This design comes from an exercise in tuning for small area and few clock cycles on the open sky130 flow, not from production work. The RTL was checked by simulation tests, not by an equivalence proof against the original design. Power figures rest on the tool's default switching activity, not on a simulated workload.

File: flow/design.v
`timescale 1ns/1ps
`default_nettype none
package cache_geom_pkg;
  localparam int ADDR_W         = 32;
  localparam int DATA_W         = 32;
  localparam int BYTE_OFF_W     = 2;      
  localparam int OFFSET_W       = 2;      
  localparam int INDEX_W        = 4;
  localparam int TAG_W          = ADDR_W - INDEX_W - OFFSET_W - BYTE_OFF_W;   
  localparam int NUM_LINES      = 16;
  localparam int WORDS_PER_LINE = 4;
  typedef struct packed {
    logic [TAG_W-1:0]      tag;
    logic [INDEX_W-1:0]    index;
    logic [OFFSET_W-1:0]   offset;
    logic [BYTE_OFF_W-1:0] byte_off;
  } cache_addr_fields_t;
  typedef union packed {
    logic [ADDR_W-1:0]  flat;
    cache_addr_fields_t f;
  } cache_addr_u;
endpackage
`default_nettype wire
`timescale 1ns/1ps
`default_nettype none
package cache_msg_pkg;
  localparam int OPAQUE_W = 8;            
  localparam int ADDR_W   = 32;                    
  localparam int DATA_W   = 32;                    
  typedef enum logic {
    MSG_READ  = 1'b0,
    MSG_WRITE = 1'b1
  } msg_type_e;
  typedef struct packed {
    msg_type_e                           mtype;    
    logic [OPAQUE_W-1:0]                 opaque;   
    logic [ADDR_W-1:0]                   addr;     
    logic [DATA_W-1:0]                   data;     
  } mem_req_t;
  typedef struct packed {
    msg_type_e                           mtype;
    logic [OPAQUE_W-1:0]                 opaque;
    logic [DATA_W-1:0]                   data;     
  } mem_resp_t;
endpackage
`default_nettype wire
`timescale 1ns/1ps
`default_nettype none
module cache_rd_ao3 (
  input  logic [2:0] d,
  input  logic [2:0] s,
  output logic       y_n
);
  assign y_n = !((d[0] && s[0]) || (d[1] && s[1]) || (d[2] && s[2]));
endmodule
`default_nettype wire
`timescale 1ns/1ps
`default_nettype none
module cache_base (
  input  logic                      clk,
  input  logic                      reset,
  input  cache_msg_pkg::mem_req_t   memreq,
  input  logic                      memreq_val,
  output logic                      memreq_rdy,
  output cache_msg_pkg::mem_resp_t  memresp,
  output logic                      memresp_val,
  input  logic                      memresp_rdy,
  output cache_msg_pkg::mem_req_t   cache_req,
  output logic                      cache_req_val,
  input  logic                      cache_req_rdy,
  input  cache_msg_pkg::mem_resp_t  cache_resp,
  input  logic                      cache_resp_val,
  output logic                      cache_resp_rdy
);
  localparam int TAG_W = cache_geom_pkg::TAG_W;
  localparam int NQ    = 4;                         
  logic              m0_val;
  logic              m0_type;
  logic [7:0]        m0_opq;
  logic [TAG_W-1:0]  m0_tag;
  logic [3:0]        m0_idx;
  logic [1:0]        m0_off;
  logic [31:0]       m0_data;
  logic [31:0]       data_q [64];
  logic [TAG_W-1:0]  tag_q  [16];
  logic [15:0]       valid_q;
  logic [15:0]       dirty_q;
  logic              te_busy;
  logic [2:0]        k;
  logic              te_wb;
  logic              te_type;
  logic [7:0]        te_opq;
  logic [3:0]        te_idx;
  logic [1:0]        te_base;
  logic [TAG_W-1:0]  te_ntag;
  logic [TAG_W-1:0]  te_vtag;
  logic [31:0]       te_data;
  logic              s1_v;
  logic [3:0]        s1_idx;
  logic [1:0]        s1_base;
  logic [1:0]        s1_c;
  logic [3:0]        s1_ovr;
  logic              s2_v;
  logic [3:0]        s2_idx;
  logic [1:0]        s2_base;
  logic [3:0]        s2_ovr;
  logic [NQ-1:0]     q_v;
  logic [NQ-1:0]     q_type;
  logic [NQ-1:0]     q_tm;                          
  logic [7:0]        q_opq [NQ];
  logic [3:0]        q_idx [NQ];
  logic [1:0]        q_off [NQ];
  localparam int QW  = (NQ > 4) ? 3 : (NQ > 2) ? 2 : 1;
  logic [QW-1:0]     q_hd;
  logic [QW-1:0]     q_tl;
  logic              hr_type;
  logic [3:0]        hr_idx;
  logic [1:0]        hr_off;
  logic              resp_hold;
  logic              resp_rd;
  logic [1:0]        wo;
  logic              drop0;
  assign resp_rd = cache_resp_val && (cache_resp.mtype == cache_msg_pkg::MSG_READ) && s1_v;
  assign wo      = s1_base + s1_c;                  
  assign drop0   = s1_ovr[wo];                      
  logic [TAG_W-1:0]  tag_rd;
  logic              tag_eq;
  logic              vd;
  logic              m0_arr;
  logic              m0_there;
  logic              te_line;
  logic              q_full;
  logic              q_rd_line;
  logic              q_rd_word;
  logic              te_done;
  logic              te_wr;
  logic              rd_ok, wr_ok, miss_ok;
  logic              m0_go;
  logic              cpu_wr;
  logic [15:0]       tsel;
  logic [5:0]        tsl_n [TAG_W];
  assign tsel = 16'd1 << m0_idx;
  for (genvar b = 0; b < TAG_W; b++) begin : g_tg
    for (genvar j = 0; j < 5; j++) begin : g_sl
      cache_rd_ao3 sl_i (
        .d   ({tag_q[3*j+2][b], tag_q[3*j+1][b], tag_q[3*j][b]}),
        .s   (tsel[3*j+2:3*j]),
        .y_n (tsl_n[b][j])
      );
    end
    assign tsl_n[b][5] = !(tag_q[15][b] && tsel[15]);
    assign tag_rd[b]   = !(&tsl_n[b]);
  end
  assign tag_eq   = valid_q[m0_idx] && (tag_rd == m0_tag);
  assign vd       = valid_q[m0_idx] && dirty_q[m0_idx];
  assign m0_arr   = resp_rd && !drop0 && (m0_idx == s1_idx) && (m0_off == wo);
  assign m0_there = !(s1_v && (m0_idx == s1_idx) && !m0_arr &&
                      !((2'(m0_off - s1_base) < s1_c) || s1_ovr[m0_off])) &&
                    !(s2_v && (m0_idx == s2_idx) && !s2_ovr[m0_off]);
  assign te_line  = te_busy && (m0_idx == te_idx);
  assign q_full   = &q_v;
  always_comb begin
    q_rd_line = 1'b0;
    q_rd_word = 1'b0;
    for (int i = 0; i < NQ; i++) begin
      if (q_v[i] && !q_type[i] && (q_idx[i] == m0_idx)) begin
        q_rd_line = 1'b1;
        if (q_off[i] == m0_off) q_rd_word = 1'b1;
      end
    end
  end
  assign rd_ok   = m0_val && tag_eq && !m0_type && !q_full;
  logic              te_line_ok;
  assign te_line_ok = (k != 3'd0) && !(te_type && (m0_off == te_base)) &&
                      (!te_wb || (k[2] && (k[1:0] > 2'(m0_off - te_base))));
  assign wr_ok   = m0_val && tag_eq && m0_type && !q_full && (!te_line || te_line_ok) &&
                   !q_rd_word && !te_wr;
  assign miss_ok = m0_val && !tag_eq && !q_full && !te_busy && !q_rd_line &&
                   !(s1_v && (m0_idx == s1_idx)) && !(s2_v && (m0_idx == s2_idx)) && !s2_v;
  assign m0_go   = rd_ok || wr_ok || miss_ok;
  assign cpu_wr  = wr_ok;
  logic              vict_blk;
  assign vict_blk   = (miss_ok && vd) ||
                      (te_busy && te_wb && (memreq.mtype == cache_msg_pkg::MSG_WRITE) &&
                       (memreq.addr[31:4] == {te_vtag, te_idx}));
  assign memreq_rdy = (!m0_val || m0_go) && !vict_blk;
  logic              is_wr;
  logic              req_fire;
  logic              first_fire;
  logic [1:0]        req_off;
  logic [31:0]       rdata;
  logic [5:0]        rd_addr;
  logic              wb_req;
  assign is_wr   = te_busy && k[2];
  assign wb_req  = is_wr && !resp_hold;            
  assign req_off = te_busy ? (te_base + k[1:0]) : m0_off;
  assign cache_req_val    = te_busy ? (!k[2] || !resp_hold) : miss_ok;
  assign cache_req.mtype  = is_wr ? cache_msg_pkg::MSG_WRITE : cache_msg_pkg::MSG_READ;
  assign cache_req.opaque = te_busy ? te_opq : m0_opq;
  assign cache_req.addr   = {(te_busy ? (k[2] ? te_vtag : te_ntag) : m0_tag),
                             (te_busy ? te_idx : m0_idx), req_off, 2'b00};
  assign cache_req.data   = rdata;
  assign req_fire   = cache_req_val && cache_req_rdy;
  assign first_fire = req_fire && (!te_busy || (k == 3'd0));
  assign te_done    = te_busy && req_fire && (k == (te_wb ? 3'd7 : 3'd3));
  assign te_wr      = te_done && te_type;          
  logic              h_v, h_type, h_tm;
  logic [7:0]        h_opq;
  logic [3:0]        h_idx;
  logic [1:0]        h_off;
  logic              h_arr;
  logic              h_ready;
  logic              resp_fire;
  assign h_v    = q_v[q_hd];
  assign h_type = hr_type;
  assign h_tm   = q_tm[q_hd];
  assign h_opq  = q_opq[q_hd];
  assign h_idx  = hr_idx;
  assign h_off  = hr_off;
  assign h_arr   = resp_rd && !drop0 && (h_idx == s1_idx) && (h_off == wo);
  logic              h_there;
  assign h_there = !(s1_v && (h_idx == s1_idx) && !h_arr &&
                     !((2'(h_off - s1_base) < s1_c) || s1_ovr[h_off])) &&
                   !(s2_v && (h_idx == s2_idx) && !s2_ovr[h_off]);
  assign h_ready = h_v && !h_tm && (h_type || h_there);
  assign memresp_val = h_ready && !wb_req && (memreq_val || !s1_v || resp_hold);
  assign resp_fire   = memresp_val && memresp_rdy;
  assign rd_addr = wb_req ? {te_idx, req_off} : {h_idx, h_off};
  logic [63:0]       rsel;
  assign rsel = 64'd1 << rd_addr;
  logic [21:0]       rsl_n [32];
  for (genvar b = 0; b < 32; b++) begin : g_rd
    for (genvar j = 0; j < 21; j++) begin : g_sl
      cache_rd_ao3 sl_i (
        .d   ({data_q[3*j+2][b], data_q[3*j+1][b], data_q[3*j][b]}),
        .s   (rsel[3*j+2:3*j]),
        .y_n (rsl_n[b][j])
      );
    end
    assign rsl_n[b][21] = !(data_q[63][b] && rsel[63]);
    assign rdata[b]     = !(&rsl_n[b]);
  end
  assign memresp.mtype  = h_type ? cache_msg_pkg::MSG_WRITE : cache_msg_pkg::MSG_READ;
  assign memresp.opaque = h_opq;
  assign memresp.data   = h_type ? '0 : (h_arr ? cache_resp.data : rdata);
  logic [2:0]        wdone;
  logic              wbblk;
  logic              same;
  logic              take;
  logic              pop;
  assign wdone = (k[2] ? {1'b0, k[1:0]} : 3'd0) + {2'b0, (req_fire && is_wr)};
  assign wbblk = te_busy && te_wb && (k != 3'd0) && !s2_v && ({1'b0, s1_c} >= wdone);
  assign same  = (m0_idx == s1_idx) && (m0_off == wo);
  assign take  = resp_rd && !wbblk && !te_wr && !(cpu_wr && !same);
  assign pop   = take && (s1_c == 2'd3);
  assign cache_resp_rdy = (cache_resp.mtype == cache_msg_pkg::MSG_WRITE) ||
                          (!wbblk && !te_wr && !(cpu_wr && !same));
  always_ff @(posedge clk) begin
    if (memreq_val && memreq_rdy) begin
      m0_type <= memreq.mtype;
      m0_opq  <= memreq.opaque;
      m0_tag  <= memreq.addr[31:8];
      m0_idx  <= memreq.addr[7:4];
      m0_off  <= memreq.addr[3:2];
      m0_data <= memreq.data;
    end
  end
  always_ff @(posedge clk) begin
    if (reset) begin
      m0_val <= 1'b0;
    end else if (memreq_val && memreq_rdy) begin
      m0_val <= 1'b1;
    end else if (m0_go) begin
      m0_val <= 1'b0;
    end
  end
  always_ff @(posedge clk) begin
    if (reset) begin
      te_busy <= 1'b0;
      k       <= '0;
    end else if (miss_ok) begin
      te_busy <= 1'b1;
      k       <= req_fire ? 3'd1 : 3'd0;
    end else if (te_done) begin
      te_busy <= 1'b0;
      k       <= '0;
    end else if (req_fire) begin
      k       <= k + 3'd1;
    end
  end
  always_ff @(posedge clk) begin
    if (miss_ok) begin
      te_wb   <= vd;
      te_type <= m0_type;
      te_opq  <= m0_opq;
      te_idx  <= m0_idx;
      te_base <= m0_off;
      te_ntag <= m0_tag;
      te_vtag <= tag_rd;
      te_data <= m0_data;
    end
  end
  always_ff @(posedge clk) begin
    if (miss_ok) tag_q[m0_idx] <= m0_tag;
  end
  always_ff @(posedge clk) begin
    if (reset) begin
      valid_q <= '0;
    end else if (miss_ok) begin
      valid_q[m0_idx] <= 1'b1;
    end
  end
  always_ff @(posedge clk) begin
    if (cpu_wr) begin
      dirty_q[m0_idx] <= 1'b1;
    end else if (miss_ok) begin
      dirty_q[m0_idx] <= 1'b0;
    end
    if (te_wr) dirty_q[te_idx] <= 1'b1;
  end
  always_ff @(posedge clk) begin
    if (te_wr) begin
      data_q[{te_idx, te_base}] <= te_data;
    end else if (cpu_wr) begin
      data_q[{m0_idx, m0_off}] <= m0_data;
    end else if (take && !drop0) begin
      data_q[{s1_idx, wo}] <= cache_resp.data;
    end
  end
  always_ff @(posedge clk) begin
    if (reset) begin
      s1_v <= 1'b0;
      s2_v <= 1'b0;
    end else begin
      if (pop) begin
        s1_v <= s2_v;
        s2_v <= 1'b0;
      end
      if (first_fire) begin
        if (s1_v && !pop) s2_v <= 1'b1;
        else              s1_v <= 1'b1;
      end
    end
  end
  logic [3:0]        wr1, wr2;
  logic [3:0]        m0_bit, te_bit;
  assign m0_bit = 4'd1 << m0_off;
  assign te_bit = 4'd1 << te_base;
  always_comb begin
    wr1 = '0;
    wr2 = '0;
    if (cpu_wr && s1_v && (m0_idx == s1_idx)) wr1 = wr1 | m0_bit;
    if (cpu_wr && s2_v && (m0_idx == s2_idx)) wr2 = wr2 | m0_bit;
    if (te_wr) begin
      if (s2_v) wr2 = wr2 | te_bit;
      else      wr1 = wr1 | te_bit;
    end
  end
  always_ff @(posedge clk) begin
    if (pop) begin
      s1_idx  <= s2_idx;
      s1_base <= s2_base;
      s1_ovr  <= s2_ovr | wr2;
      s1_c    <= '0;
    end else begin
      if (take) s1_c <= s1_c + 2'd1;
      s1_ovr <= s1_ovr | wr1;
      s2_ovr <= s2_ovr | wr2;
    end
    if (first_fire) begin
      if (s1_v && !pop) begin
        s2_idx  <= te_busy ? te_idx : m0_idx;
        s2_base <= te_busy ? te_base : m0_off;
        s2_ovr  <= '0;
      end else begin
        s1_idx  <= te_busy ? te_idx : m0_idx;
        s1_base <= te_busy ? te_base : m0_off;
        s1_ovr  <= '0;
        s1_c    <= '0;
      end
    end
  end
  always_ff @(posedge clk) begin
    if (reset) begin
      q_v  <= '0;
      q_hd <= '0;
      q_tl <= '0;
    end else begin
      if (resp_fire) begin
        q_v[q_hd] <= 1'b0;
        q_hd      <= (q_hd == QW'(NQ-1)) ? '0 : q_hd + 1'b1;
      end
      if (m0_go) begin
        q_v[q_tl] <= 1'b1;
        q_tl      <= (q_tl == QW'(NQ-1)) ? '0 : q_tl + 1'b1;
      end
    end
  end
  always_ff @(posedge clk) begin
    for (int i = 0; i < NQ; i++) begin
      if (m0_go && (q_tl == QW'(i))) begin
        q_type[i] <= m0_type;
        q_opq[i]  <= m0_opq;
        q_idx[i]  <= m0_idx;
        q_off[i]  <= m0_off;
        q_tm[i]   <= miss_ok;
      end else if (te_done) begin
        q_tm[i]   <= 1'b0;
      end
    end
  end
  logic [QW-1:0]     hd_nx;
  assign hd_nx = resp_fire ? ((q_hd == QW'(NQ-1)) ? '0 : q_hd + 1'b1) : q_hd;
  always_ff @(posedge clk) begin
    if (m0_go && (q_tl == hd_nx)) begin
      hr_type <= m0_type;
      hr_idx  <= m0_idx;
      hr_off  <= m0_off;
    end else begin
      hr_type <= q_type[hd_nx];
      hr_idx  <= q_idx[hd_nx];
      hr_off  <= q_off[hd_nx];
    end
  end
  always_ff @(posedge clk) begin
    if (reset) resp_hold <= 1'b0;
    else       resp_hold <= memresp_val && !memresp_rdy;
  end
endmodule
`default_nettype wire
`timescale 1ns/1ps
`default_nettype none
module cache_top (
  input  wire         clk,
  input  wire         reset,
  input  wire         memreq_type,
  input  wire  [7:0]  memreq_opaque,
  input  wire  [31:0] memreq_addr,
  input  wire  [31:0] memreq_data,
  input  wire         memreq_val,
  output wire         memreq_rdy,
  output wire         memresp_type,
  output wire  [7:0]  memresp_opaque,
  output wire  [31:0] memresp_data,
  output wire         memresp_val,
  input  wire         memresp_rdy,
  output wire         cache_req_type,
  output wire  [7:0]  cache_req_opaque,
  output wire  [31:0] cache_req_addr,
  output wire  [31:0] cache_req_data,
  output wire         cache_req_val,
  input  wire         cache_req_rdy,
  input  wire         cache_resp_type,
  input  wire  [7:0]  cache_resp_opaque,
  input  wire  [31:0] cache_resp_data,
  input  wire         cache_resp_val,
  output wire         cache_resp_rdy
);
  cache_msg_pkg::mem_req_t  memreq;
  cache_msg_pkg::mem_resp_t memresp;
  cache_msg_pkg::mem_req_t  cache_req;
  cache_msg_pkg::mem_resp_t cache_resp;
  assign memreq     = {memreq_type, memreq_opaque, memreq_addr, memreq_data};
  assign cache_resp = {cache_resp_type, cache_resp_opaque, cache_resp_data};
  assign {memresp_type, memresp_opaque, memresp_data} = memresp;
  assign {cache_req_type, cache_req_opaque, cache_req_addr, cache_req_data} = cache_req;
  cache_base base_i (
    .clk            (clk),
    .reset          (reset),
    .memreq         (memreq),
    .memreq_val     (memreq_val),
    .memreq_rdy     (memreq_rdy),
    .memresp        (memresp),
    .memresp_val    (memresp_val),
    .memresp_rdy    (memresp_rdy),
    .cache_req      (cache_req),
    .cache_req_val  (cache_req_val),
    .cache_req_rdy  (cache_req_rdy),
    .cache_resp     (cache_resp),
    .cache_resp_val (cache_resp_val),
    .cache_resp_rdy (cache_resp_rdy)
  );
endmodule
`default_nettype wire
File: flow/flow/run.sh
#!/bin/bash
# Standard ORFS layout (the standard.sh, synthesis included) with two
# changes: the port buffers are the smallest plain buffer, and the clock tree
# is built from clkbuf_16 leaf clusters of up to 26 sinks without dummy
# loads. Each ORFS step writes its full log under orfs/logs; the make output
# as a whole goes to flow_make.log in this folder.
set -euo pipefail
cat >> config.mk <<'EOT'
export BUFFER_PORTS_ARGS = -buffer_cell sky130_fd_sc_hd__buf_1
export CTS_ARGS = -sink_clustering_enable -repair_clock_nets -dont_use_dummy_load -buf_list sky130_fd_sc_hd__clkbuf_16 -sink_clustering_size 26 -sink_clustering_max_diameter 120
EOT
bash standard.sh > flow_make.log 2>&1
File: flow/standard.sh
#!/bin/bash
# synth_recipe.tcl (not shown) runs the flow's synth.tcl, then flattens the netlist and writes it again
# the make line also repeats each setting of config.mk as NAME=value (left out here)
make -C /OpenROAD-flow-scripts/flow DESIGN_CONFIG=/design/flow/config.mk WORK_HOME=/design/flow/orfs CLKGATE_MAP_FILE= SYNTH_SCRIPT=/design/flow/synth_recipe.tcl "${@:-finish}"
File: flow/config.mk
export PLATFORM = sky130hd
export DESIGN_NAME = cache_top
export DESIGN_NICKNAME = cache_top
export VERILOG_FILES = /design/flow/design.v
export SDC_FILE = /design/flow/constraint.sdc
export NUM_CORES = 4
export LEC_CHECK = 0
export CAP_MARGIN = 20
export CORE_MARGIN = 2
export CORE_UTILIZATION = 42
export SLEW_MARGIN = 20
export SYNTH_HIERARCHICAL = 1
export BUFFER_PORTS_ARGS = -buffer_cell sky130_fd_sc_hd__buf_1
export CTS_ARGS = -sink_clustering_enable -repair_clock_nets -dont_use_dummy_load -buf_list sky130_fd_sc_hd__clkbuf_16 -sink_clustering_size 26 -sink_clustering_max_diameter 120
File: flow/constraint.sdc
create_clock -name core_clock -period 10.0 [get_ports {clk}]
set_input_delay 2.0000 -clock core_clock [delete_from_list [all_inputs] [get_ports {clk}]]
set_output_delay 2.0000 -clock core_clock [all_outputs]
set_load 0.01 [all_outputs]
==> results of run 1 <==
cells by family after synthesis:
group / count (synthesis) / share of synthesized area (%)
AO/OA/AOI/OAI: 1058 / 9.69
multiplexers: 140 / 1.59
flip-flops: 2740 / 81.5
adder cells (fa/ha/maj): 38 / 0.475
other: 1 / 0.00375
AND/OR/NAND/NOR: 1052 / 5.35
buffers and inverters: 158 / 0.620
XOR/XNOR: 81 / 0.738
cells in the mapped netlist, drive strengths merged, types with 13 or more instances:
library cell / count / area (sq um)
inv: 45 / 169
nand3: 74 / 370
mux2i: 106 / 1060
nand4: 201 / 1260
nor2b: 30 / 188
and2: 35 / 219
clkbuf: 86 / 323
xnor2: 54 / 473
o21ai: 64 / 320
and3: 15 / 93.8
o211ai: 24 / 180
dfxtp: 71 / 1420
nor4: 27 / 169
mux4: 13 / 293
nand2: 192 / 721
xor2: 25 / 219
nor3: 97 / 497
edfxtp: 2669 / 80100
nor2: 284 / 1070
mux2: 21 / 236
a21oi: 65 / 348
buf: 26 / 125
a31oi: 28 / 175
and4: 40 / 350
ha: 38 / 475
a222oi: 801 / 8020
nand2b: 17 / 106
final cells by class:
cell class	instances	share of cell area, %
Antenna cell	1	0.00227
Clock buffer	115	2.60
Inverter	46	0.156
Multi-Input combinational cell	2371	17.2
Sequential cell	2740	73.8
Tap cell	3167	3.59
Timing Repair Buffer	480	2.58
flip-flops by register name, summed over array words and instances (netlist names), 8 cells and up:
register	flops
base_i.data_q	2048
base_i.dirty_q	16
base_i.m0_data	32
base_i.m0_opq	8
base_i.m0_tag	24
base_i.q_idx	16
base_i.q_off	8
base_i.q_opq	32
base_i.tag_q	384
base_i.te_data	32
base_i.te_ntag	24
base_i.te_opq	8
base_i.te_vtag	24
base_i.valid_q	16
Yosys stat by module (local to each module, per instance), excerpt:
module,flops+latches,times used,area (sq um)
cache_base,2740,1,92100
cache_rd_ao3,0,792,10.0
per-stage QoR:
step / setup WS (ns) / utilization, %
after global routing: 0.710 / 46.5
after CTS: 0.891 / 46.5
final: 0.824 / 46.5
after detailed placement: 1.72 / 45.3
after floorplan: 1.68 / -
after global placement: 1.77 / 45.3
worst max-delay path, delay by kind of cell (launching register included):
kind,cells,cell delay [ns]
AOI/OAI and AO/OA,1,0.40
and+or+nand+nor,7,3.39
muxes,2,1.28
buffers and inverters,3,0.97
DFF,1,0.32
final timing paths:
| kind | endpoint | slack, ns | start | cells after the start |
|---|---|---|---|---|
| setup / recovery | memresp_data[3] | 0.82 | base_i.k[2] | 13 |
| hold / removal | base_i.dirty_q[0] | 0.45 | base_i.dirty_q[0] | 2 |
| setup reg to reg | base_i.data_q[49][10] | 2.18 | base_i.m0_idx[0] | 17 |
| hold reg to reg | base_i.dirty_q[0] | 0.45 | base_i.dirty_q[0] | 2 |
power breakdown:
group          internal [mW]  total, mW  switching [mW]  leakage (nW)
clock                   2.05       5.31            3.26          1.42
combinational          0.571       2.28            1.71          7.78
sequential              12.9       13.0           0.122          24.7
total                   15.5       20.6            5.09          33.9
metal layers:
layer | vias up | wire length (um) | GRT usage [%]
met3 | 379 | 28400 | 3.63
met5 | - | 17 | 0
li1 | 24000 | - | -
met2 | 3188 | 136000 | 37.2
met4 | 2 | 12200 | 8.46
met1 | 29400 | 110000 | 31.6
==> results.env, run 1 <==
RUN_STATUS='no timing/DRC/antenna violations'
WORSTMARGINPINSLEW_NS=1.21
DRTITER0DRC=10100
FIRST_GLOBAL_VIAS=55000
STD_CELL_ROWS=179
SYNTH_SEQ_CELLS=2740
SEQ_AREA_SQ_MM=0.0816
VIASPERCELL=6.39
SYNTH_CELL_TYPE_COUNT=73
ROUTE.VIAS.TOTAL=57000
DIE_HEIGHT_UM=492
ANTENNA_LEFT=0
BUFFER_PORTS.INSERTED=225
CTSHOLDBUFFERS=0
CRIT_PATH_START_KIND='register'
P_PER_AREA_mW_PER_MM2=186
CLOCK-ROOT-BUFFER='sky130_fd_sc_hd__clkbuf_16'
FINALWIRELENGTH_UM=287000
GRT_REMAINING_OVERFLOW=0
GROUTE.USAGE.OVERALL_PCT=23.0
TOP_LEVEL_PORTS=238
INSERTION_DELAY_NS=0.82
YS_DOMINANT_REG_CELL='sky130_fd_sc_hd__edfxtp_1'
DRIVE_ABOVE_1_SHARE_PCT=10.7
CLOCK-SINKS=2740
DESIGN.FINAL.NETS=5912
FIN_CRIT_NS=9.18
ANTENNA_FOUND_INITIAL=6
CTS-BUFFERS-INSERTED=115
REPORT.FINAL.HOLD_VIOL_COUNT=0
FINALINSTANCEAREA_SQ_MM=0.110
WORSTPATHARRIVAL_NS=7.18
TIMING.CLOCK.SKEW_NS=0.0867
SYN_AREA_PER_CELL_SQ_UM=19.0
NUM-FILL-CELLS=20100
PLACE_HPWL_UM=174000
FIRST_PASS_GRT_WIRE_LENGTH_UM=403000
CLK_TRANSITION_REPORTED_PATHS_NS=0.10
CHIPWIDTH_UM=492
FMAX_ACHIEVED_MHz=109
INITIAL_UTIL_PCT=42.1
CAP_VIOL_MAX_COUNT=0
NUMBER_OF_PLACED_INSTANCES_TAPS_INCLUDED=8800
DIE_AREA_SQ_MM=0.242
POST-ROUTE-DRC-COUNT=0
PLACE_AREA_SQ_MM=0.107
HOLD_PATH_CLASS='reg2reg'
DRT_PRE_ANTENNA_ITERS=13
TRITONCTS='built'
PATH_CELLS='buf_4 -> nand3b_1 -> mux2i_1 -> nand2b_2 -> nor2_4 -> buf_4 -> a222oi_1 -> nand4_1 -> nor2_1 -> nand4_1 -> mux2i_1 -> nor2_1 -> buf_1'
POST_SYNTHESIS_INSTANCE_AREA_SQ_MM=0.100
AREA_GROWTH_PCT=10.4
RSZ0062_AT_GRT='no'
MAXIMUM_ROOT_TO_SINK_BUFFER_COUNT=3
PLACE_CONGESTION=0.853
POWER.TOTAL_mW=20.6
ROUTED_WIRE_LENGTH_PER_INSTANCE_UM=32.2
REQUIRED_NS=8.00
YS_SEQ_AREA_SHARE_PCT=81.5
LARGEST_NET_DEGREE_AT_THE_START_OF_GLOBAL_ROUTING=68
FIN_SETUP_TNS_NS=0
SYNTH_CELLS=5268
MOSTFREQUENTLAYOUTCELL='sky130_fd_sc_hd__edfxtp_1'
CTS_MAX_LEVEL=3
POST_LAYOUT_NONFILLER_INSTANCES=8920
SLOWEST_DELAY_NS=1.04
YOSYSWARNINGS=17
MOSTFREQUENTLAYOUTCELLS='sky130_fd_sc_hd__edfxtp_1, sky130_fd_sc_hd__a222oi_1, sky130_fd_sc_hd__buf_4, sky130_fd_sc_hd__buf_1, sky130_fd_sc_hd__nor2_1'
TIMING.MAX_SLEW.REL_SLACK_PCT=19.0
TIMING_MAX_TRANSITION_VIOLATIONS_FINAL=0
LEAKAGEPOWER_nW=33.9
CRIT_PATH_END_KIND='primary output'
POSTCTSRESIZEDCELLS=0
FRACTION_OF_REGISTERS_WITH_ASYNC_SET_OR_RESET_AFTER_SYNTHESIS_PCT=0
CRIT_PATH_TOP_DELAY_CELL='sky130_fd_sc_hd__mux2i_1'
WORST-SETUP-PATH-TYPE='reg2out'
POST-CTS-SETUP-BUFFER-COUNT=0
CRITPATHMAXFANOUT=35
CORE_SQ_MM=0.237
SETUP_VIOL_COUNT_FINAL=0
VDD_DROP_MAX_mV=0.175
TCRIT_TCLK_FINAL_PCT=91.8
FIN_HOLD_WS_NS=0.453
NUMBER_OF_SYNTHESIZED_FLOPS_WITH_AN_ENABLE_PIN=2669
COMBINED_AREA_OF_THE_MULTI_INPUT_LOGIC_CELLS_SQ_MM=0.0190
Testbench counts, summed over its fixed seeds: cycles 10,899.
==> inputs of run 2 (changes only) <==
--- a/flow/design.v
+++ b/flow/design.v
@@ -113,9 +113,6 @@
   localparam int QW  = (NQ > 4) ? 3 : (NQ > 2) ? 2 : 1;
   logic [QW-1:0]     q_hd;
   logic [QW-1:0]     q_tl;
-  logic              hr_type;
-  logic [3:0]        hr_idx;
-  logic [1:0]        hr_off;
   logic              resp_hold;
   logic              resp_rd;
   logic [1:0]        wo;
@@ -212,11 +209,11 @@
   logic              h_ready;
   logic              resp_fire;
   assign h_v    = q_v[q_hd];
-  assign h_type = hr_type;
+  assign h_type = q_type[q_hd];
   assign h_tm   = q_tm[q_hd];
   assign h_opq  = q_opq[q_hd];
-  assign h_idx  = hr_idx;
-  assign h_off  = hr_off;
+  assign h_idx  = q_idx[q_hd];
+  assign h_off  = q_off[q_hd];
   assign h_arr   = resp_rd && !drop0 && (h_idx == s1_idx) && (h_off == wo);
   logic              h_there;
   assign h_there = !(s1_v && (h_idx == s1_idx) && !h_arr &&
@@ -409,19 +406,6 @@
       end
     end
   end
-  logic [QW-1:0]     hd_nx;
-  assign hd_nx = resp_fire ? ((q_hd == QW'(NQ-1)) ? '0 : q_hd + 1'b1) : q_hd;
-  always_ff @(posedge clk) begin
-    if (m0_go && (q_tl == hd_nx)) begin
-      hr_type <= m0_type;
-      hr_idx  <= m0_idx;
-      hr_off  <= m0_off;
-    end else begin
-      hr_type <= q_type[hd_nx];
-      hr_idx  <= q_idx[hd_nx];
-      hr_off  <= q_off[hd_nx];
-    end
-  end
   always_ff @(posedge clk) begin
     if (reset) resp_hold <= 1'b0;
     else       resp_hold <= memresp_val && !memresp_rdy;
==> run 2 against run 1 <==
  * Combinational power shrank 23%
  * Core utilization grew 0.24 points
  * Design area down 0.33%
  * Global-route usage fell by 0.17 points
  * Fmax fell by 6.6%
  * Critical path type unchanged
  * Clock power is 0.9% higher
  * Wire length down 1.1%
  * Sequential power about the same
  * Highest routed layer unchanged
  * Flip-flop and latch count fell by 7
  * Critical path depth rose by 4
  * Hold slack better by 0.0031 ns
  * Register-to-register slack got worse by 0.51 ns
==> results.env, run 2 <==
REPORT.FINAL.HOLD_VIOL_COUNT=0  # unchanged
RSZ0062_AT_GRT='no'  # unchanged
MOST_FREQUENT_CELL_ON_THE_CRITICAL_PATH='sky130_fd_sc_hd__mux2i_1'
TIMING.MAX_SLEW.REL_SLACK_PCT=15.3  # was 19.0%
RUN_STATUS='no timing/DRC/antenna violations'  # unchanged
VDD_DROP_MAX_mV=0.173  # was 0.175 mV
TOP_LEVEL_PORTS=238  # unchanged
SYNTH_CELL_TYPE_COUNT=72  # was 73
R2R-START='base_i.m0_idx[2]'  # was base_i.m0_idx[0]
TCRIT_TCLK_FINAL_PCT=98.2  # was 91.8%
ANTENNA_FOUND_INITIAL=12  # was 6
POWER.COMBINATIONAL.FRACTION_PCT=8.7  # was 11.1%
SETUP_VIOL_COUNT_FINAL=0  # unchanged
INSERTION_DELAY_NS=0.84  # was 0.82 ns
SYN_AREA_PER_CELL_SQ_UM=19.1  # was 19.0 sq um
YOSYSWARNINGS=17  # unchanged
SYNTH_TOP_CELL_AREA_SHARE_PCT=80.6  # was 80.1%
ANTENNA_LEFT=0  # unchanged
ROUTE.VIAS.TOTAL=56600  # was 57000
LARGEST_REGISTER_FFS=2048  # unchanged
WORST-SETUP-PATH-TYPE='reg2out'  # unchanged
PLACE_AREA_SQ_MM=0.107  # about the same
DIE_AREA_SQ_MM=0.241  # was 0.242 sq mm
DRTITER0DRC=10300  # was 10100
DRT_PRE_ANTENNA_ITERS=13  # unchanged
MOSTFREQUENTLAYOUTCELL='sky130_fd_sc_hd__edfxtp_1'  # unchanged
CTS-BUFFERS-INSERTED=116  # was 115
HOLD_PATH_CLASS='reg2reg'  # unchanged
CTS_MAX_LEVEL=3  # unchanged
TIMING_MAX_TRANSITION_VIOLATIONS_FINAL=0  # unchanged
BUFFER_PORTS.INSERTED=225  # unchanged
FIRST_PASS_GRT_WIRE_LENGTH_UM=399000  # was 403000 um
CRIT_PATH_TOP_DELAY_CELL='sky130_fd_sc_hd__or4_1'  # was sky130_fd_sc_hd__mux2i_1
FMAX_ACHIEVED_MHz=102  # was 109 MHz
INTERNAL_POWER_mW=15.4  # was 15.5 mW
HOLD_PATH_ENDPOINT='base_i.dirty_q[12]'  # was base_i.dirty_q[0]
HOLD_PATH.STARTPOINT='base_i.dirty_q[12]'  # was base_i.dirty_q[0]
CRITICAL_PATH.REG2REG.ENDPOINT='base_i.data_q[23][15]'  # was base_i.data_q[49][10]
DESIGN.FINAL.NETS=5854  # was 5912
AREA_GROWTH_PCT=10.7  # was 10.4%
DIE_HEIGHT_UM=491  # was 492 um
GROUTE.USAGE.OVERALL_PCT=22.9  # was 23.0%
DRIVE_ABOVE_1_SHARE_PCT=10.4  # was 10.7%
CTSHOLDBUFFERS=0  # unchanged
CRITPATHMAXFANOUT=24  # was 35
PLACE_CONGESTION=0.864  # was 0.853
CRIT_PATH_START_KIND='register'  # unchanged
CLOCK_POWER_SHARE_PCT=26.7  # was 25.8%
CORE_SQ_MM=0.235  # was 0.237 sq mm
CAP_VIOL_MAX_COUNT=0  # unchanged
TIMING.HOLD.WORST_PATH_DEPTH=2  # unchanged
MAXIMUM_ROOT_TO_SINK_BUFFER_COUNT=3  # unchanged
YS_DOMINANT_REG_CELL='sky130_fd_sc_hd__edfxtp_1'  # unchanged
YS_TOP_CELLS_BY_COUNT='sky130_fd_sc_hd__edfxtp_1, sky130_fd_sc_hd__a222oi_1, sky130_fd_sc_hd__nor2_1'  # unchanged
WORST-R2R-CELL-COUNT=16  # was 17
POSTCTSRESIZEDCELLS=1  # was 0
VIASPERCELL=6.40  # was 6.39
YOSYS.CELL_COUNT.TOP_TYPE='sky130_fd_sc_hd__edfxtp_1'  # unchanged
POST_SYNTH_MAIN_AREA_CONTRIBUTORS='sky130_fd_sc_hd__edfxtp_1, sky130_fd_sc_hd__a222oi_1, sky130_fd_sc_hd__dfxtp_1, sky130_fd_sc_hd__nor2_1, sky130_fd_sc_hd__nand4_1'  # was sky130_fd_sc_hd__edfxtp_1, sky130_fd_sc_hd__a222oi_1, sky130_fd_sc_hd__dfxtp_1, sky130_fd_sc_hd__nand4_1, sky130_fd_sc_hd__nor2_1
CLOCK-SINKS=2733  # was 2740
FIN_SETUP_TNS_NS=0  # unchanged
PLACE_HPWL_UM=173000  # was 174000 um
POWER.NET_SWITCHING_mW=4.72  # was 5.09 mW
LEAKAGEPOWER_nW=33.4  # was 33.9 nW
YS_SEQ_AREA_SHARE_PCT=81.9  # was 81.5%
STD_CELL_ROWS=178  # was 179
CRIT_PATH_END_KIND='primary output'  # unchanged
FINALWIRELENGTH_UM=284000  # was 287000 um
WORSTPATHARRIVAL_NS=7.82  # was 7.18 ns
WORSTMARGINPINSLEW_NS=1.26  # was 1.21 ns
FINALINSTANCEAREA_SQ_MM=0.110  # about the same
SYNTH_TOP_CELL_BY_AREA='sky130_fd_sc_hd__edfxtp_1'  # unchanged
INITIAL_UTIL_PCT=42.2  # was 42.1%
FIN_CRIT_NS=9.82  # was 9.18 ns
POST_SYNTHESIS_INSTANCE_AREA_SQ_MM=0.0994  # was 0.100 sq mm
ROUTED_WIRE_LENGTH_PER_INSTANCE_UM=32.1  # was 32.2 um
LARGEST_NET_DEGREE_AT_THE_START_OF_GLOBAL_ROUTING=65  # was 68
TIMING.CLOCK.SKEW_NS=0.136  # was 0.0867 ns
POST-ROUTE-DRC-COUNT=0  # unchanged
TRITONCTS='built'  # unchanged
NUMBER_OF_SYNTHESIZED_FLOPS_WITH_AN_ENABLE_PIN=2669  # unchanged
NETSWITCHINGFRACTION_PCT=23.5  # was 24.7%
FRACTION_OF_REGISTERS_WITH_ASYNC_SET_OR_RESET_AFTER_SYNTHESIS_PCT=0  # unchanged
SYNTH_SEQ_CELLS=2733  # was 2740
P_PER_AREA_mW_PER_MM2=182  # was 186 mW/mm^2
REQUIRED_NS=8.00  # about the same
SLOWEST_DELAY_NS=0.77  # was 1.04 ns
POST-CTS-SETUP-BUFFER-COUNT=0  # unchanged
CHIPWIDTH_UM=491  # was 492 um
CP_TOP_FAMILY='simple AND/OR/NAND/NOR gates'  # unchanged
PATH_CELLS='inv_1 -> ha_1 -> a222oi_1 -> mux2i_1 -> mux2i_1 -> nor2_1 -> nand2_1 -> nor2_2 -> buf_4 -> a222oi_1 -> nand4_1 -> or4_1 -> nor3_1 -> o21ai_0 -> mux2i_1 -> nor2_1 -> buf_1'  # was buf_4 -> nand3b_1 -> mux2i_1 -> nand2b_2 -> nor2_4 -> buf_4 -> a222oi_1 -> nand4_1 -> nor2_1 -> nand4_1 -> mux2i_1 -> nor2_1 -> buf_1
FIRST_GLOBAL_VIAS=53800  # was 55000
SYNTH_CELLS=5212  # was 5268
CLOCK-ROOT-BUFFER='sky130_fd_sc_hd__clkbuf_16'  # unchanged
CLK_TRANSITION_REPORTED_PATHS_NS=0.10  # about the same
SEQUENTIALPOWERSHARE_PCT=64.6  # was 63.1%
WORSTPATHBUFFERINVERTERCOUNT=3  # unchanged
NUM-FILL-CELLS=19800  # was 20100
R2R_SETUP_SLACK_NS=1.67  # was 2.18 ns
LARGEST_REGISTER_BY_FLOP_COUNT='base_i.data_q'  # unchanged
LARGEST_REGISTERS='base_i.data_q x2048, base_i.tag_q x384'  # unchanged
MOSTFREQUENTLAYOUTCELLS='sky130_fd_sc_hd__edfxtp_1, sky130_fd_sc_hd__a222oi_1, sky130_fd_sc_hd__buf_4, sky130_fd_sc_hd__buf_1, sky130_fd_sc_hd__nand2_1'  # was sky130_fd_sc_hd__edfxtp_1, sky130_fd_sc_hd__a222oi_1, sky130_fd_sc_hd__buf_4, sky130_fd_sc_hd__buf_1, sky130_fd_sc_hd__nor2_1
GRT_REMAINING_OVERFLOW=0  # unchanged
[run 2: per-module statistics from Yosys, one instance, submodules excluded, a selection]
module,area [sq um],copies in the design
cache_base,91500,1
cache_rd_ao3,10.0,792
[run 2: cells by family after synthesis]
kind of cell,count (synthesis),share of synthesized area (%)
AND/OR/NAND/NOR,992,5.02
XOR/XNOR,88,0.775
AO/OA/AOI/OAI,1065,9.81
multiplexers,108,1.23
buffers and inverters,186,0.771
other,1,0.00377
adder cells (fa/ha/maj),39,0.491
flip-flops,2733,81.9
[run 2: worst reg2reg max path, delay by kind of cell (launching register included)]
kind / cells / cell delay (ns)
simple gates: 8 / 4.47
flops: 1 / 0.55
xor+xnor: 1 / 0.20
buf+inv: 3 / 1.30
compound gates: 4 / 1.47
[run 2: worst max path at each step]
| stage | startpoint | endpoint | slack [ns] | cells after the start |
|---|---|---|---|---|
| detailed placement | base_i.q_hd[0] | memresp_data[11] | 0.76 | 16 |
| finish | base_i.q_hd[0] | memresp_data[11] | 0.18 | 17 |
| global placement | base_i.q_hd[0] | memresp_data[11] | 0.83 | 16 |
| global route | base_i.q_hd[0] | memresp_data[11] | 0.01 | 16 |
| CTS | base_i.q_hd[0] | memresp_data[11] | 0.18 | 17 |
| floorplan | base_i.m0_idx[0] | base_i.m0_data[0] | 0.20 | 14 |
[run 2: power groups by stage]
stage	clock, mW	sequential, mW	combinational, mW
CTS	5.41	13.0	1.72
detailed placement	0	13.2	1.72
global placement	0	13.2	1.69
finish	5.36	13.0	1.75
global route	5.75	13.0	1.82
floorplan	0	13.2	0.821
[run 2: layout make-up]
type / count / area [sq um] / area share [%]
Multi-Input combinational cell: 2294 / 18600 / 16.9
Clock buffer: 116 / 2900 / 2.64
Antenna cell: 4 / 10.0 / 0.00909
Sequential cell: 2733 / 81400 / 74.0
Inverter: 82 / 308 / 0.280
Timing Repair Buffer: 468 / 2880 / 2.62
Tap cell: 3150 / 3940 / 3.58
[run 2: routing by layer]
layer  part of all wire, %  vias up  track usage (%)
met5                0.0046        -                0
met4                   4.0        2             8.17
met3                    11      383             4.18
met2                    46     3208             35.9
met1                    39    29300             32.0
li1                      -    23700                -
[run 2: stage by stage]
step	total power [mW]	util [%]	worst slack (ns)	std cells	hold WS, ns
after floorplan	14.0	-	0.202	5213	0.410
after global placement	14.9	45.4	0.831	8716	0.429
after detailed placement	14.9	45.5	0.763	8722	0.433
after CTS	20.1	46.7	0.180	8838	0.447
after global routing	20.6	46.8	0.0120	8844	0.462
final	20.1	46.8	0.177	8847	0.456
Testbench counts of run 2, summed over its fixed seeds: cycles 10,899.
==> inputs of run 3 (changes only) <==
--- a/flow/design.v
+++ b/flow/design.v
@@ -134,20 +134,7 @@
   logic              rd_ok, wr_ok, miss_ok;
   logic              m0_go;
   logic              cpu_wr;
-  logic [15:0]       tsel;
-  logic [5:0]        tsl_n [TAG_W];
-  assign tsel = 16'd1 << m0_idx;
-  for (genvar b = 0; b < TAG_W; b++) begin : g_tg
-    for (genvar j = 0; j < 5; j++) begin : g_sl
-      cache_rd_ao3 sl_i (
-        .d   ({tag_q[3*j+2][b], tag_q[3*j+1][b], tag_q[3*j][b]}),
-        .s   (tsel[3*j+2:3*j]),
-        .y_n (tsl_n[b][j])
-      );
-    end
-    assign tsl_n[b][5] = !(tag_q[15][b] && tsel[15]);
-    assign tag_rd[b]   = !(&tsl_n[b]);
-  end
+  assign tag_rd   = tag_q[m0_idx];
   assign tag_eq   = valid_q[m0_idx] && (tag_rd == m0_tag);
   assign vd       = valid_q[m0_idx] && dirty_q[m0_idx];
   assign m0_arr   = resp_rd && !drop0 && (m0_idx == s1_idx) && (m0_off == wo);
==> run 3 against run 2 <==
  * Hold slack worse by 0.0021 ns
  * Die area is 2.4% higher
  * Wire length is 1.1% higher
  * Register-to-register slack better by 0.65 ns
  * Via count is 0.62% higher
  * Combinational power is 11% higher
  * Core utilization is 0.20 points lower
  * Sequential share of layout area is 1.2 points lower
  * Cell count is 1.5% higher
  * Global-route usage is 0.25 points lower
==> results.env, run 3 <==
SYNTH_TOP_CELL_BY_AREA='sky130_fd_sc_hd__edfxtp_1'  # unchanged
FIRST_GLOBAL_VIAS=54400  # was 53800
ROUTE.VIAS.TOTAL=57000  # was 56600
DIE_AREA_SQ_MM=0.246  # was 0.241 sq mm
FINALINSTANCEAREA_SQ_MM=0.112  # was 0.110 sq mm
LARGEST_REGISTER_FFS=2048  # unchanged
YS_SEQ_AREA_SHARE_PCT=80.1  # was 81.9%
GROUTE.USAGE.OVERALL_PCT=22.6  # was 22.9%
YOSYS.CELL_COUNT.TOP_TYPE='sky130_fd_sc_hd__edfxtp_1'  # unchanged
CRITPATHLAUNCH='base_i.q_hd[0]'  # unchanged
VIASPERCELL=6.34  # was 6.40
AREA_GROWTH_PCT=10.1  # was 10.7%
WORSTPATHARRIVAL_NS=7.59  # was 7.82 ns
LARGEST_REGISTERS='base_i.data_q x2048, base_i.tag_q x384'  # unchanged
LARGEST_REGISTER_BY_FLOP_COUNT='base_i.data_q'  # unchanged
RUN_STATUS='no timing/DRC/antenna violations'  # unchanged
INITIAL_UTIL_PCT=42.3  # was 42.2%
HOLD_PATH.STARTPOINT='base_i.m0_data[29]'  # was base_i.dirty_q[12]
DRIVE_ABOVE_1_SHARE_PCT=11.8  # was 10.4%
TIMING.MAX_SLEW.REL_SLACK_PCT=17.9  # was 15.3%
CTS_MAX_LEVEL=3  # unchanged
TCRIT_TCLK_FINAL_PCT=95.9  # was 98.2%
TRITONCTS='built'  # unchanged
FINALWIRELENGTH_UM=287000  # was 284000 um
GRT_REMAINING_OVERFLOW=0  # unchanged
SYNTH_SEQ_CELLS=2737  # was 2733
FMAX_ACHIEVED_MHz=104  # was 102 MHz
ANTENNA_LEFT=0  # unchanged
GRT.MET2_USAGE_PCT=35.9  # about the same
DESIGN.FINAL.NETS=5948  # was 5854
MAXIMUM_ROOT_TO_SINK_BUFFER_COUNT=3  # unchanged
SYNTH_TOP_CELL_AREA_SHARE_PCT=78.7  # was 80.6%
DRT_PRE_ANTENNA_ITERS=14  # was 13
YOSYSWARNINGS=15  # was 17
PLACE_CONGESTION=0.854  # was 0.864
CLOCK-SINKS=2737  # was 2733
CLK_TRANSITION_REPORTED_PATHS_NS=0.10  # about the same
CAP_VIOL_MAX_COUNT=0  # unchanged
WORSTMARGINPINSLEW_NS=1.23  # was 1.26 ns
CRITPATHMAXFANOUT=17  # was 24
FIN_SETUP_TNS_NS=0  # unchanged
REPORT.FINAL.HOLD_VIOL_COUNT=0  # unchanged
POSTCTSRESIZEDCELLS=0  # was 1
BUSIEST_LAYER='met2'  # unchanged
POST-ROUTE-DRC-COUNT=0  # unchanged
CTS-BUFFERS-INSERTED=116  # unchanged
CRIT_PATH_END_KIND='primary output'  # unchanged
TIMING_MAX_TRANSITION_VIOLATIONS_FINAL=0  # unchanged
LEAKAGEPOWER_nW=34.8  # was 33.4 nW
USE_MET1_PCT=31.7  # was 32.0%
HOLD_PATH_CLASS='reg2reg'  # unchanged
PLACE_HPWL_UM=170000  # was 173000 um
CLOCK-ROOT-BUFFER='sky130_fd_sc_hd__clkbuf_16'  # unchanged
MOSTFREQUENTLAYOUTCELLS='sky130_fd_sc_hd__edfxtp_1, sky130_fd_sc_hd__a222oi_1, sky130_fd_sc_hd__buf_4, sky130_fd_sc_hd__buf_1, sky130_fd_sc_hd__mux2i_1'  # was sky130_fd_sc_hd__edfxtp_1, sky130_fd_sc_hd__a222oi_1, sky130_fd_sc_hd__buf_4, sky130_fd_sc_hd__buf_1, sky130_fd_sc_hd__nand2_1
NUM-FILL-CELLS=20000  # was 19800
WORST-SETUP-PATH-TYPE='reg2out'  # unchanged
LARGEST_NET_DEGREE_AT_THE_START_OF_GLOBAL_ROUTING=66  # was 65
YS_TOP_CELLS_BY_COUNT='sky130_fd_sc_hd__edfxtp_1, sky130_fd_sc_hd__a222oi_1, sky130_fd_sc_hd__nor2_1'  # unchanged
STD_CELL_ROWS=180  # was 178
TOP_LEVEL_PORTS=238  # unchanged
FRACTION_OF_REGISTERS_WITH_ASYNC_SET_OR_RESET_AFTER_SYNTHESIS_PCT=0  # unchanged
CORE_SQ_MM=0.241  # was 0.235 sq mm
RSZ0062_AT_GRT='no'  # unchanged
BUFFER_PORTS.INSERTED=225  # unchanged
SYNTH_CELLS=5339  # was 5212
VDD_DROP_MAX_mV=0.153  # was 0.173 mV
POST-CTS-SETUP-BUFFER-COUNT=0  # unchanged
POST_SYNTH_MAIN_AREA_CONTRIBUTORS='sky130_fd_sc_hd__edfxtp_1, sky130_fd_sc_hd__a222oi_1, sky130_fd_sc_hd__mux2i_1, sky130_fd_sc_hd__mux4_2, sky130_fd_sc_hd__dfxtp_1'  # was sky130_fd_sc_hd__edfxtp_1, sky130_fd_sc_hd__a222oi_1, sky130_fd_sc_hd__dfxtp_1, sky130_fd_sc_hd__nor2_1, sky130_fd_sc_hd__nand4_1
FIRST_PASS_GRT_WIRE_LENGTH_UM=400000  # was 399000 um
CTSHOLDBUFFERS=0  # unchanged
CHIPWIDTH_UM=496  # was 491 um
YS_DOMINANT_REG_CELL='sky130_fd_sc_hd__edfxtp_1'  # unchanged
SYN_AREA_PER_CELL_SQ_UM=19.1  # about the same
SYNTH_CELL_TYPE_COUNT=88  # was 72
SETUP_VIOL_COUNT_FINAL=0  # unchanged
USE_MET3_PCT=3.62  # was 4.18%
POST_SYNTHESIS_INSTANCE_AREA_SQ_MM=0.102  # was 0.0994 sq mm
PLACE_AREA_SQ_MM=0.109  # was 0.107 sq mm
NUMBER_OF_SYNTHESIZED_FLOPS_WITH_AN_ENABLE_PIN=2669  # unchanged
TIMING.CLOCK.SKEW_NS=0.110  # was 0.136 ns
REQUIRED_NS=8.00  # about the same
DRTITER0DRC=10000  # was 10300
ROUTED_WIRE_LENGTH_PER_INSTANCE_UM=32.0  # was 32.1 um
P_PER_AREA_mW_PER_MM2=181  # was 182 mW/mm^2
DIE_HEIGHT_UM=496  # was 491 um
FIN_CRIT_NS=9.59  # was 9.82 ns
INSERTION_DELAY_NS=0.84  # about the same
MOSTFREQUENTLAYOUTCELL='sky130_fd_sc_hd__edfxtp_1'  # unchanged
POWER.TOTAL_mW=20.3  # was 20.1 mW
CRIT_PATH_START_KIND='register'  # unchanged
ANTENNA_FOUND_INITIAL=13  # was 12
[run 3: cell types whose count changed after synthesis, sizes merged, moves of 46 or more]
cell,change
nand2,-46
nor2,-79
a222oi,-118
mux2i,+126
mux4,+65
a21oi,+56
[run 3: power breakdown]
part	internal, mW	switching, mW
combinational	0.530	1.41
clock	2.07	3.30
sequential	12.9	0.142
[run 3: worst paths after layout]
check	end	slack (ns)	cells after the start
max	memresp_data[11]	0.41	18
min	base_i.te_data[29]	0.45	0
max reg2reg	base_i.data_q[6][4]	2.32	12
min reg2reg	base_i.te_data[29]	0.45	0
[run 3: per-stage QoR]
stage	utilization [%]	hold WS [ns]	std cells	setup slack [ns]
floorplan	-	0.420	5340	2.69
global placement	45.2	0.430	8845	1.36
detailed placement	45.3	0.434	8849	1.38
CTS	46.5	0.455	8965	0.497
global route	46.6	0.476	8976	0.146
finish	46.6	0.454	8978	0.409
[run 3: cell type report]
class	instances	area, sq um	share of cell area, %
Antenna cell	4	10.0	0.00893
Clock buffer	116	2900	2.59
Inverter	118	444	0.396
Multi-Input combinational cell	2350	20300	18.1
Sequential cell	2737	81500	72.7
Tap cell	3185	3990	3.55
Timing Repair Buffer	468	2930	2.61
[run 3: kinds of logic after synthesis]
logic type / after synthesis / synth area share (%)
compound gates: 1039 / 9.02
xor+xnor: 91 / 0.783
fa+ha+maj: 37 / 0.455
buf+inv: 253 / 1.18
flops: 2737 / 80.1
mux: 314 / 4.06
other cells: 1 / 0.00368
simple gates: 867 / 4.43
[run 3: modules after synthesis, one instance, submodules excluded, excerpt]
| module | flops+latches | copies in the design | cells |
|---|---|---|---|
| cache_rd_ao3 | 0 | 672 | 1 |
| cache_base | 2737 | 1 | 4667 |
[run 3: worst max-delay path: stages, from the launching register on]
cell,delay [ns]
sky130_fd_sc_hd__dfxtp_1,0.60
sky130_fd_sc_hd__ha_1,0.74
sky130_fd_sc_hd__a222oi_1,0.19
sky130_fd_sc_hd__mux2i_1,0.72
sky130_fd_sc_hd__mux2i_1,0.50
sky130_fd_sc_hd__and2_1,0.31
sky130_fd_sc_hd__nand2_1,0.07
sky130_fd_sc_hd__buf_4,0.22
sky130_fd_sc_hd__or2_2,0.21
sky130_fd_sc_hd__nor2_2,0.21
sky130_fd_sc_hd__buf_4,0.34
sky130_fd_sc_hd__a222oi_1,0.52
sky130_fd_sc_hd__nand4_1,0.31
sky130_fd_sc_hd__or4_1,0.73
sky130_fd_sc_hd__nor3_1,0.23
sky130_fd_sc_hd__o21ai_0,0.38
sky130_fd_sc_hd__mux2i_1,0.26
sky130_fd_sc_hd__nor2_1,0.07
sky130_fd_sc_hd__buf_1,0.17
[run 3: layer usage]
metal  wire, um  up-vias
met5          0        -
met4      10300        0
met3      29400      346
met2     134000     3103
met1     114000    29600
li1           -    23900
Testbench counts of run 3, summed over its fixed seeds: cycles 10,899.

[separate check: timing with driven ports]
In the flow no input, the clock included, has a driving cell. The finished layouts below were timed again as built, in two steps.
Step 1: set_driving_cell puts a clkbuf_16 on clk and a buf_2 on each other input, an assumption about the parent block.
Step 2 adds t to the input delays and takes it off the output delays; t is the mean of the earliest and latest rising clock arrival at the registers after step 1. Input paths then give back, and output paths get back, about the clock's delay inside the block.
Slacks: ideal ports / drivers / drivers and shift; pairs: ideal ports / drivers.
run	t, ns	slack for setup (ns)	hold WS [ns]	worst slew at a driven data input, ns
run 1	0.863	0.824 / 0.733 / 1.596	0.453 / 0.453 / 0.453	0.27
run 2	0.865	0.177 / 0.086 / 0.951	0.456 / 0.456 / 0.456	0.08
run 3	0.883	0.409 / 0.313 / 1.196	0.454 / 0.454 / 0.454	0.14
After both steps every run listed still meets setup and hold.
